Source: an optimization exercise on an open RTL-to-GDS flow (aim: small area and a short achievable clock period). Production flows keep margins and buffers that such runs may drop. The RTL was checked by simulation tests, not by an equivalence proof against the original design.

## main
==> flow/design.v (excerpt) <==
module coef_grad_bank #(
  parameter int NC    = 99,
  parameter int N     = 16,
  parameter int G     = 4,
  parameter int LR_SH = 3
) (
  input  logic            clk,
  input  logic            rst,
  input  logic [NC-1:0]   bp_we,
  input  logic            dtb,
  input  logic [NC*N-1:0] grad_in,
  output logic [N-1:0]    bus_out,
  output logic            bus_en,
  output logic [15:0]     samples,
  output logic            save_done,
  output logic            onehot_err
);
  localparam int A = N + G;
  localparam logic [A-1:0] CBM = A'((1 << 5) | (1 << 10) | (1 << 15));
  logic any_we, many_we, one_hot;
  always_comb begin
    logic [127:0] an, mn;
    an = '0; mn = '0;
    an[NC-1:0] = bp_we;
    for (int w = 64; w >= 1; w = w / 2) begin
      for (int i = 0; i < w; i++) begin
        mn[i] = mn[2*i] | mn[2*i+1] | (an[2*i] & an[2*i+1]);
        an[i] = an[2*i] | an[2*i+1];
      end
    end
    any_we  = an[0];
    many_we = mn[0];
  end
  assign one_hot = any_we & ~many_we;
  logic [A-1:0] sq [NC];    
  logic [A-1:0] cq [NC];    
  logic [NC-1:0] vq;        
  for (genvar k = 0; k < NC; k++) begin : g_acc
    logic [A-1:0] s_q, c_q;
    logic         v_q;
    logic [A-1:0] a, b, c, sum, cy;
    assign a = s_q & {A{v_q}};
    assign b = {{G{grad_in[k*N+N-1]}}, grad_in[k*N +: N]} & {A{bp_we[k] & ~dtb}};
    always_comb begin
      for (int i = 0; i < A; i++) begin
        if (i == 0)      c[i] = 1'b0;
        else if (CBM[i]) c[i] = c_q[i] & v_q;
        else             c[i] = cy[i-1];
        sum[i] = a[i] ^ b[i] ^ c[i];
        cy[i]  = (a[i] & b[i]) | (a[i] & c[i]) | (b[i] & c[i]);
      end
    end
    always_ff @(posedge clk) begin
      s_q <= sum;
      for (int i = 1; i < A; i++)
        if (CBM[i]) c_q[i] <= cy[i-1];
    end
    always_ff @(posedge clk or negedge rst) begin
      if (!rst) v_q <= 1'b0;
      else      v_q <= ~(dtb & bp_we[k] & one_hot);
    end
    assign sq[k] = s_q;
    assign cq[k] = c_q & CBM;
    assign vq[k] = v_q;
  end
  ...
make LEC_CHECK=0 CAP_MARGIN=20 CELL_PAD_IN_SITES_DETAIL_PLACEMENT=1 CELL_PAD_IN_SITES_GLOBAL_PLACEMENT=1 CORE_MARGIN=2 CORE_UTILIZATION=55 CTS_CLUSTER_DIAMETER=80 CTS_CLUSTER_SIZE=24 PLACE_DENSITY=0.65 SLEW_MARGIN=35 finish   # period 10.5 ns
run.sh (not shown) runs the stock make flow with config.mk's settings and CLKGATE_MAP_FILE= SYNTH_SCRIPT=/design/flow/synth_recipe.tcl, a recipe that flattens the netlist after the stock synthesis.
The log for main ends in global routing with error GRT-0116, so the run never completed.
Input-level comparison between the feature branch and main:
Settings: an added SETUP_SLACK_MARGIN of 5.0; a change of PLACE_DENSITY from 0.65 to 0.55; a change of CORE_UTILIZATION from 55 to 40.
==> flow/flow/run.sh (new file) <==
#!/bin/bash
export PRE_GLOBAL_PLACE_TCL=$PWD/flow/pre_global_place.tcl
bash standard.sh > standard_flow.log 2>&1
st=$?
tail -40 standard_flow.log
exit $st
==> flow/flow/pre_global_place.tcl (new file) <==
# Make the buffer_ports call in global_place.tcl use the smallest buffer.
if { [info procs my_orig_buffer_ports] eq "" } {
  rename buffer_ports my_orig_buffer_ports
  proc buffer_ports { args } {
    my_orig_buffer_ports -buffer_cell sky130_fd_sc_hd__buf_1 {*}$args
  }
}
==> flow/standard.sh (new file) <==
#!/bin/bash
# synth_recipe.tcl (not shown) runs the flow's synth.tcl, then flattens the netlist and writes it again
# the make line also repeats each setting of config.mk as NAME=value (left out here)
make -C /OpenROAD-flow-scripts/flow DESIGN_CONFIG=/design/flow/config.mk WORK_HOME=/design/flow/orfs CLKGATE_MAP_FILE= SYNTH_SCRIPT=/design/flow/synth_recipe.tcl "${@:-finish}"
removed: flow/run.sh
==> comparison <==
- Lower number of buffers created by CTS among main and the feature branch: main
- The feature branch -> main: number of enable flip-flop cells after synthesis delta 0, exact match
- The flow for the feature branch finished, though final verification flagged capacitance limit, slew limit.
- Delta (the feature branch minus main): initial core utilization went down; total half-perimeter wirelength after legalization and detailed placement went up 29%; deepest level of the CTS H-tree saw little to no change.
- From main to the feature branch the numbers moved as follows: routability congestion estimate from global placement lost 30%; cell row count picked up an extra 17%.

-- static timing again, ports no longer ideal --
The flow's constraints put no driver on any port. The routed layout listed below was extracted and timed again, unchanged, in two steps. Step 1 sets driving cells, clkbuf_16 on the clock port and buf_2 on the other inputs (assumed; they add their load-dependent delay and slew). Step 2 adds t to the input delays and takes it off the output delays; t is the mean of the earliest and latest rising clock arrival at the registers after step 1. Input paths then give back, and output paths get back, about the clock's delay inside the block. a / b / c = ideal ports / drivers / drivers and shift; a / b = the first two.
run: the feature branch
shift t [ns]: 1.075
setup WS [ns]: 4.646 / 4.745 / 3.671
cell pins on the clock port's net: 1
For the feature branch, drivers alone change the setup slack by +0.099 ns; drivers and shift together by -0.975 ns.
